Background: an optimization exercise with open tools, aiming at small area. Do not read the settings as production practice.
Function was checked by simulation only, so behaviour that the tests miss may differ from the original.
Power is estimated from default activity; no workload was simulated. No driver is modelled on the clock port, so clocking that relies on it looks cheaper here than on a real chip.

## sierra
==> flow/design.v (excerpt) <==
module sprite_loader (
   input  logic       clk,
   input  logic       reset,
   input  logic [7:0] rx_data,
   input  logic       rx_valid,
   output logic       rx_ready,
   input  logic       vblank,
   input  logic [7:0] rd_addr,
   output logic [7:0] rd_bits,
   output logic       busy,
   output logic       done,
   output logic       err,
   output logic [4:0] loaded_mask
);
Size in the first run: about 3,000 cells after synthesis.
export LEC_CHECK = 0
export CAP_MARGIN = 5
export CORE_MARGIN = 2
export CORE_UTILIZATION = 70
export CTS_CLUSTER_DIAMETER = 80
export CTS_CLUSTER_SIZE = 32
export PLACE_DENSITY = 0.8
export SLEW_MARGIN = 5
export SYNTH_HIERARCHICAL = 1
export SYNTH_MINIMUM_KEEP_SIZE = 0
export BUFFER_PORTS_ARGS = -buffer_cell sky130_fd_sc_hd__buf_1
create_clock -name core_clock -period 10.0 [get_ports {clk}]
standard.sh (not shown) runs the stock make flow with config.mk's settings and CLKGATE_MAP_FILE= SYNTH_SCRIPT=/design/flow/synth_recipe.tcl, a recipe that flattens the netlist after the stock synthesis.
==> flow/flow/run.sh <==
#!/bin/bash
# The standard layout, with plain buffers (instead of the default choice) on the ports.
set -e
echo 'export BUFFER_PORTS_ARGS = -buffer_cell sky130_fd_sc_hd__buf_1' >> config.mk
bash standard.sh > standard.log 2>&1
Relative to sierra, the following input files were edited for cedar:
- GPL_TIMING_DRIVEN: unset -> 0
- SLEW_MARGIN: 5 -> 20
- CAP_MARGIN: 5 -> 20
- cedar reached the final stage; the timing, design-rule and antenna checks on its layout passed.
- Delta (cedar minus sierra): die extent in y roughly the same; maximum fanout along the worst path lower.
- Run comparison: sierra cell type of the slowest stage on the worst timing path nor2_2; cedar cell type of the slowest stage on the worst timing path a21oi_1
- Looking at first-pass GRT wire length across both flows, cedar is the weaker of the two, with sierra ahead.
- Number of instances resized during post-cts repair across sierra and cedar: no real change.
- Power went up slightly going from sierra to cedar.
- Of the two values seen for highest metal layer with signal wires, met5 was produced by sierra and met4 by cedar.
- cedar: setup slack is 0.0058 ns higher than what sierra reported.
- In terms of met1 usage in global routing, cedar and sierra differ only marginally.
- Post-route standard cell area excluding fillers sits higher in cedar than in sierra.
The following lists how pepper was set up differently from cedar:
- a deleted GPL_TIMING_DRIVEN that had been 0
[summary]
rd_bits[4] as the destination of the critical timing path was reported by cedar, and rd_bits[3] by pepper.
In terms of part of the total power dissipated in combinational logic, cedar and pepper differ only marginally.
[compare] base=cedar new=pepper: met1 usage stayed essentially flat; wire length of the first global-routing pass fell by 1.4 mm.
pepper went all the way through the flow, and no timing, DRC or antenna check failed.
Re proportion of register bits with asynchronous set or reset after synthesis: no difference whatsoever between cedar and pepper.
> inputs changed (pepper -> tundra)
- BUFFER_PORTS_ARGS removed (was -buffer_cell sky130_fd_sc_hd__buf_1)
==> flow/run.sh (new file) <==
#!/bin/bash
# synth_recipe.tcl (not shown) runs the flow's synth.tcl, then flattens the netlist and writes it again
# the make line also repeats each setting of config.mk as NAME=value (left out here)
make -C /OpenROAD-flow-scripts/flow DESIGN_CONFIG=/design/flow/config.mk WORK_HOME=/design/flow/orfs CLKGATE_MAP_FILE= SYNTH_SCRIPT=/design/flow/synth_recipe.tcl finish
removed: flow/flow/run.sh
removed: flow/standard.sh
==> summary.txt <==
- [compare] base=pepper new=tundra: final cell area excluding filler cells went up by about 1.1%, count of non-filler cells in the finished layout has increased.
- Compared with pepper, in tundra final critical path time including I/O delays and setup higher; power higher; worst slack on hold paths roughly the same.
- From pepper to tundra the numbers moved as follows: amount of wire on met3 after detailed routing now larger; reported combinational group power now larger.
- In tundra, least setup slack across all paths after layout is lower than in pepper.
- Share of the final layout cell area in multi-input gates sits lower in tundra than in pepper.
- Diff pepper..tundra | sum of routed wire length over all layers | negligible
- For number of multi-input logic gates, tundra and pepper come out practically identical.

## what the ideal ports hide
Ports are ideal in the flow. The routed layouts listed here were re-timed in OpenROAD. Step 1, drivers: a clkbuf_16 drives clk and a buf_2 each remaining input, both assumed. Step 2, shift: input delay + t, output delay - t, t = (earliest + latest rising clock arrival at the registers) / 2. This alone moves slack from input paths to output paths. Slacks: no drivers / after step 1 / after step 2; pairs: no drivers / after step 1.
run	t, ns	slack for setup (ns)	worst slew at a driven data input, ns
sierra	0.725	0.604 / 0.551 / 0.551	0.07
cedar	0.731	0.609 / 0.556 / 0.556	0.12
pepper	0.725	0.604 / 0.551 / 0.551	0.07
tundra	0.729	0.252 / 0.228 / 0.228	0.06
After both steps setup and hold are still met in every run listed.
